Context: an optimization exercise on an open-source flow, tuned for small area, a short achievable clock period and few clock cycles per item. The choices shown serve that exercise and are no tape-out recipe.
Function was checked by simulation only, so behaviour that the tests miss may differ from the original.

Design pid_mc_core, start of the top module:
module pid_mc_core #(
   parameter int                        W         = 16,
   parameter int                        FRAC      = 15,
   parameter int                        IACC_W    = 32,
   parameter int                        NCH       = 4,
   parameter logic signed [IACC_W-1:0]  I_ACC_MAX = 32'sh0FFFFFFF,
   parameter logic signed [IACC_W-1:0]  I_ACC_MIN = -32'sh10000000,
   parameter int                        DF_SHIFT  = 2,
   localparam int                       CH_W      = $clog2(NCH)
) (
   input  logic            clk,
   input  logic            rst_n,
   input  logic            in_valid,
   output logic            in_ready,
   input  logic [CH_W-1:0] in_ch,
   input  logic [W-1:0]    v_in,
   input  logic [W-1:0]    v_ref,
   input  logic            cfg_we,
   input  logic [CH_W-1:0] cfg_ch,
   input  logic [1:0]      cfg_sel,
   input  logic [W-1:0]    cfg_data,
   input  logic            ch_clr,
   input  logic [CH_W-1:0] ch_clr_id,
   output logic            out_valid,
   output logic [CH_W-1:0] out_ch,
   output logic [W-1:0]    u_out,
   output logic            u_sat
);
Size: ~7900 cells after synthesis, ~1300 flip-flops, ~82 I/O pins.
==> flow/config.mk <==
export PLATFORM = sky130hd
export DESIGN_NAME = pid_mc_core
export DESIGN_NICKNAME = pid_mc_core
export VERILOG_FILES = /design/flow/design.v
export SDC_FILE = /design/flow/constraint.sdc
export NUM_CORES = 4
export LEC_CHECK = 0
export ABC_AREA = 1
export CAP_MARGIN = 20
export CORE_MARGIN = 2
export CORE_UTILIZATION = 40
export SETUP_SLACK_MARGIN = 5
export SLEW_MARGIN = 20
==> flow/constraint.sdc <==
create_clock -name core_clock -period 10.0 [get_ports {clk}]
set_input_delay 2.0000 -clock core_clock [delete_from_list [all_inputs] [get_ports {clk}]]
set_output_delay 2.0000 -clock core_clock [all_outputs]
set_load 0.01 [all_outputs]
standard.sh (not shown) runs the stock make flow with config.mk's settings and CLKGATE_MAP_FILE= SYNTH_SCRIPT=/design/flow/synth_recipe.tcl, a recipe that flattens the netlist after the stock synthesis.
==> flow/flow/run.sh <==
#!/bin/bash
# Standard layout, with timing repair aimed below the clock period (repair_timing
# works towards a setup slack of MARGIN ns at the design's period) and a clock tree
# built without dummy balancing loads.
set -euo pipefail
MARGIN=${MARGIN:-6.6}
CTS="-sink_clustering_enable -repair_clock_nets -dont_use_dummy_load -sink_clustering_size 24 -sink_clustering_max_diameter 80"
bash standard.sh synth > synth.log 2>&1
bash standard.sh SETUP_SLACK_MARGIN=$MARGIN SKIP_PIN_SWAP=1 "CTS_ARGS=$CTS" finish > layout.log 2>&1
The first run passed the timing, design-rule and antenna checks.
Testbench counts at the start, summed over its fixed seeds: cycles 4,943, items 4,800.
Edit:
--- a/flow/flow/run.sh
+++ b/flow/flow/run.sh
@@ -5,5 +5,5 @@
 set -euo pipefail
-MARGIN=${MARGIN:-6.6}
+MARGIN=${MARGIN:-6.8}
 CTS="-sink_clustering_enable -repair_clock_nets -dont_use_dummy_load -sink_clustering_size 24 -sink_clustering_max_diameter 80"
 bash standard.sh synth > synth.log 2>&1
-bash standard.sh SETUP_SLACK_MARGIN=$MARGIN SKIP_PIN_SWAP=1 "CTS_ARGS=$CTS" finish > layout.log 2>&1
+bash standard.sh SETUP_SLACK_MARGIN=$MARGIN "CTS_ARGS=$CTS" finish > layout.log 2>&1
Final area grows by 3.2%.
Wire length grows by 2.1%.
Critical path depth grows by 2.
Clock skew grows by 0.017 ns.
Global-route usage grows by 0.33 points.
Worst setup slack degrades by 0.042 ns.
Hold slack improves by 0.0054 ns.
Edit:
--- a/flow/flow/run.sh
+++ b/flow/flow/run.sh
@@ -5,4 +5,4 @@
 set -euo pipefail
-MARGIN=${MARGIN:-6.8}
-CTS="-sink_clustering_enable -repair_clock_nets -dont_use_dummy_load -sink_clustering_size 24 -sink_clustering_max_diameter 80"
+MARGIN=${MARGIN:-6.6}
+CTS="-sink_clustering_enable -repair_clock_nets -dont_use_dummy_load -sink_clustering_size 30 -sink_clustering_max_diameter 60"
 bash standard.sh synth > synth.log 2>&1
Maximum frequency falls by 0.93%.
Cell area shrinks by about 2%.
Wire length decreases by 2.2%.
Worst hold slack loses 0.028 ns.
Clock skew shrinks by 0.012 ns.
Via count is lower by about 0.8%.
Global-route usage is lower by 0.36 points.
Die area stays the same.
Area after synthesis stays the same.

---

pid_mc_core, a different RTL version from the one above (not shown whole).
For scale: about 8900 cells after synthesis, about 1100 flip-flops, ~82 I/O pins, roughly 75000 µm² of cells after synthesis.
make LEC_CHECK=0 ABC_AREA=1 CAP_MARGIN=20 CORE_MARGIN=2 CORE_UTILIZATION=40 PLACE_DENSITY=0.75 SETUP_SLACK_MARGIN=5 SLEW_MARGIN=20 finish   # period 10.0 ns
run.sh (not shown) runs the stock make flow with config.mk's settings and CLKGATE_MAP_FILE= SYNTH_SCRIPT=/design/flow/synth_recipe.tcl, a recipe that flattens the netlist after the stock synthesis.
Stock flow here: none of the scripts above is used.
Testbench counts at the start, summed over its fixed seeds: cycles 4,935, items 4,800.
Next try:
==> flow/flow/run.sh (new file) <==
#!/bin/bash
# Standard layout, with timing repair aimed below the clock period: repair_timing
# works towards a setup slack of MARGIN ns at the design's period.
set -euo pipefail
MARGIN=${MARGIN:-6.5}
bash standard.sh synth > synth.log 2>&1
bash standard.sh SETUP_SLACK_MARGIN=$MARGIN finish > layout.log 2>&1
==> flow/standard.sh (new file) <==
#!/bin/bash
# synth_recipe.tcl (not shown) runs the flow's synth.tcl, then flattens the netlist and writes it again
# the make line also repeats each setting of config.mk as NAME=value (left out here)
make -C /OpenROAD-flow-scripts/flow DESIGN_CONFIG=/design/flow/config.mk WORK_HOME=/design/flow/orfs CLKGATE_MAP_FILE= SYNTH_SCRIPT=/design/flow/synth_recipe.tcl "${@:-finish}"
PLACE_DENSITY = unset   (was 0.75)
removed: flow/run.sh
Effect: The changed run ran to the end with no violations; design area goes up by about 11%; fmax is lower by about 1.8%; critical path depth fell by 2; hold slack loses 40 ps; setup slack got worse by 92 ps; via count goes up by about 4.3%.

---

== try-violet ==
pid_mc_core with an RTL version that a note above also has.
Size: roughly 1300 flip-flops, about 82 I/O pins, ~73000 um^2 of cells after synthesis.
==> flow/config.mk <==
export PLATFORM = sky130hd
export DESIGN_NAME = pid_mc_core
export DESIGN_NICKNAME = pid_mc_core
export VERILOG_FILES = /design/flow/design.v
export SDC_FILE = /design/flow/constraint.sdc
export NUM_CORES = 4
export LEC_CHECK = 0
export ABC_AREA = 1
export CAP_MARGIN = 20
export CORE_MARGIN = 2
export CORE_UTILIZATION = 40
export SETUP_SLACK_MARGIN = 5
export SLEW_MARGIN = 20
==> flow/constraint.sdc <==
create_clock -name core_clock -period 10.0 [get_ports {clk}]
set_input_delay 2.0000 -clock core_clock [delete_from_list [all_inputs] [get_ports {clk}]]
set_output_delay 2.0000 -clock core_clock [all_outputs]
set_load 0.01 [all_outputs]
standard.sh (not shown) runs the stock make flow with config.mk's settings and CLKGATE_MAP_FILE= SYNTH_SCRIPT=/design/flow/synth_recipe.tcl, a recipe that flattens the netlist after the stock synthesis.
==> flow/flow/run.sh <==
#!/bin/bash
# Standard layout, with timing repair aimed below the clock period: repair_timing
# works towards a setup slack of MARGIN ns at the design's period.
set -euo pipefail
MARGIN=${MARGIN:-6.3}
bash standard.sh synth > synth.log 2>&1
bash standard.sh SETUP_SLACK_MARGIN=$MARGIN finish > layout.log 2>&1
Testbench counts of try-violet, summed over its fixed seeds: cycles 4,943, items 4,800.
#### Input delta (try-juniper over try-violet)
==> flow/flow/run.sh <==
#!/bin/bash
# Standard layout, with timing repair aimed below the clock period (repair_timing
# works towards a setup slack of MARGIN ns at the design's period) and a clock tree
# built without dummy balancing loads.
set -euo pipefail
MARGIN=${MARGIN:-6.6}
CTS="-sink_clustering_enable -repair_clock_nets -dont_use_dummy_load -sink_clustering_size 24 -sink_clustering_max_diameter 80"
bash standard.sh synth > synth.log 2>&1
bash standard.sh SETUP_SLACK_MARGIN=$MARGIN "CTS_ARGS=$CTS" finish > layout.log 2>&1
## What came out
- try-juniper closes out successfully: all stages finished, all timing, DRC and antenna checks passed.
- try-juniper vs. try-violet: period utilization fell by 2.6 points, first-iteration DRC count increased about 4%, minimum period implied by the final worst setup slack fell by 0.26 ns.
- On global-route usage, try-violet tracks try-juniper almost exactly.
- The area growth from synthesis to final layout in try-juniper sits 0.78 points below the value recorded for try-violet.
Inputs modified between try-juniper and try-fjord:
-- flow/config.mk --
<<< try-juniper, line 10
export CORE_MARGIN = 2
export CORE_UTILIZATION = 40
export SETUP_SLACK_MARGIN = 5
>>> try-fjord, line 10
export CORE_MARGIN = 2
export CORE_UTILIZATION = 55
export SETUP_SLACK_MARGIN = 5
Results
try-fjord reached the end of the flow, and the finished layout is clean on the timing, design-rule and antenna checks.
Delta (try-fjord minus try-juniper): worst setup slack saw a decrease; via count of the first global-routing pass went up by 343.
Growth of design area from synthesis to finish in try-fjord is 1.5 points lower than in try-juniper
When try-fjord is measured against try-juniper, its die area turns out 27% lower.
Delta (try-fjord minus try-juniper): critical path arrival up 0.18 ns; total number of placement rows went down.
--- input diff try-fjord..try-lagoon ---
-- flow/flow/run.sh --
<<< try-fjord, line 6
MARGIN=${MARGIN:-6.6}
CTS="-sink_clustering_enable -repair_clock_nets -dont_use_dummy_load -sink_clustering_size 24 -sink_clustering_max_diameter 80"
bash standard.sh synth > synth.log 2>&1
>>> try-lagoon, line 6
MARGIN=${MARGIN:-6.6}
CTS="-sink_clustering_enable -repair_clock_nets -dont_use_dummy_load"
bash standard.sh synth > synth.log 2>&1
-- flow/config.mk --
<<< try-fjord, line 10
export CORE_MARGIN = 2
export CORE_UTILIZATION = 55
export SETUP_SLACK_MARGIN = 5
>>> try-lagoon, line 10
export CORE_MARGIN = 2
export CORE_UTILIZATION = 40
export SETUP_SLACK_MARGIN = 5
## What came out
Every stage of the flow completed for try-lagoon, and the final layout passed the timing, design-rule and antenna checks.
try-lagoon against try-fjord: total of buffers placed on input and output ports saw little to no change; routed metal-1 wirelength went down by 3.7%.
Between try-lagoon and try-fjord, the non-clock buffer instance count of the final layout is lower for try-lagoon.
Min first-iteration DRC count across try-lagoon and try-fjord: try-lagoon
Re total routed wirelength: try-lagoon and try-fjord aren't equal, and the higher value belongs to try-fjord.
The higher area overhead of the layout relative to synthesis of try-lagoon and try-fjord is in try-lagoon.
Final cell area: try-lagoon above try-fjord
Global-route wire length before repair, try-lagoon vs try-fjord: down by a few percent
In the tables for try-lagoon and try-fjord, number of levels in the clock H-tree reads lower with try-fjord.
The following lists how try-garnet was set up differently from try-lagoon:
==> flow/flow/run.sh <==
#!/bin/bash
# Standard layout, with timing repair aimed below the clock period: repair_timing
# works towards a setup slack of MARGIN ns at the design's period.
set -euo pipefail
MARGIN=${MARGIN:-6.6}
bash standard.sh synth > synth.log 2>&1
bash standard.sh SETUP_SLACK_MARGIN=$MARGIN finish > layout.log 2>&1
-- flow/config.mk --
<<< try-lagoon, line 10
export CORE_MARGIN = 2
export CORE_UTILIZATION = 40
export SETUP_SLACK_MARGIN = 5
>>> try-garnet, line 10
export CORE_MARGIN = 2
export CORE_UTILIZATION = 55
export SETUP_SLACK_MARGIN = 5
Results
- try-lagoon → try-garnet: number of antenna violations at the first check in global routing climbed 10, setup slack down 0.073 ns, die area decreased 27%.
- try-lagoon -> try-garnet: net total in the final layout flat
- [try-garnet vs try-lagoon] number of vias per cell after detailed routing: higher in try-garnet
diff inputs: try-garnet => try-ember
==> flow/flow/run.sh <==
#!/bin/bash
# Standard layout, with timing repair aimed below the clock period (repair_timing
# works towards a setup slack of MARGIN ns at the design's period) and a clock tree
# built without dummy balancing loads.
set -euo pipefail
MARGIN=${MARGIN:-6.6}
CTS="-sink_clustering_enable -repair_clock_nets -dont_use_dummy_load -sink_clustering_size 24 -sink_clustering_max_diameter 80"
bash standard.sh synth > synth.log 2>&1
bash standard.sh SETUP_SLACK_MARGIN=$MARGIN SKIP_GATE_CLONING=1 "CTS_ARGS=$CTS" finish > layout.log 2>&1
-- flow/config.mk --
<<< try-garnet, line 10
export CORE_MARGIN = 2
export CORE_UTILIZATION = 55
export SETUP_SLACK_MARGIN = 5
>>> try-ember, line 10
export CORE_MARGIN = 2
export CORE_UTILIZATION = 40
export SETUP_SLACK_MARGIN = 5
Between try-garnet and try-ember, final cell count increased. Against try-garnet, the final cell area of try-ember is lower. Relative to try-garnet, overall track demand over capacity in global routing has gone down in try-ember.

separate check: timing with driven ports:
How much do the figures lean on ideal ports? The routed layouts below were timed once more, with nothing changed but the port constraints. Step 1, drivers: a clkbuf_16 drives clk and a buf_2 each remaining input, both assumed. Step 2 adds t to the input delays and takes it off the output delays; t is the mean of the earliest and latest rising clock arrival at the registers after step 1. Input paths then give back, and output paths get back, about the clock's delay inside the block. Three values: no drivers, after step 1, after step 2; two values: the first two.
| run | shift t [ns] | setup WS [ns] | worst setup path after step 2 | worst slew at a driven data input, ns |
|---|---|---|---|---|
| the first run of note 1 | 0.774 | 6.650 / 6.586 / 6.303 | input to register | 0.05 |
| the second run of note 1 | 0.791 | 6.608 / 6.608 / 6.259 | input to register | 0.05 |
| the third run of note 1 | 0.803 | 6.576 / 6.571 / 6.252 | input to register | 0.05 |
| the first run of note 2 | 0.811 | 4.974 / 4.974 / 4.974 | register to register | 0.04 |
| the second run of note 2 | 0.871 | 4.882 / 4.882 / 4.882 | register to register | 0.10 |
| try-violet | 0.893 | 6.331 / 6.286 / 6.289 | input to register | 0.05 |
| try-juniper | 0.774 | 6.595 / 6.587 / 6.310 | input to register | 0.05 |
| try-fjord | 0.773 | 6.470 / 6.470 / 6.418 | input to register | 0.07 |
| try-lagoon | 0.856 | 6.552 / 6.552 / 6.309 | input to register | 0.05 |
| try-garnet | 0.852 | 6.479 / 6.479 / 6.365 | input to register | 0.07 |
| try-ember | 0.777 | 6.598 / 6.582 / 6.318 | input to register | 0.05 |
After both steps every run listed still meets setup and hold. The setup slack of the second run of note 1, which loses most, moves by 0.000 ns with the drivers and by -0.349 ns with both steps.
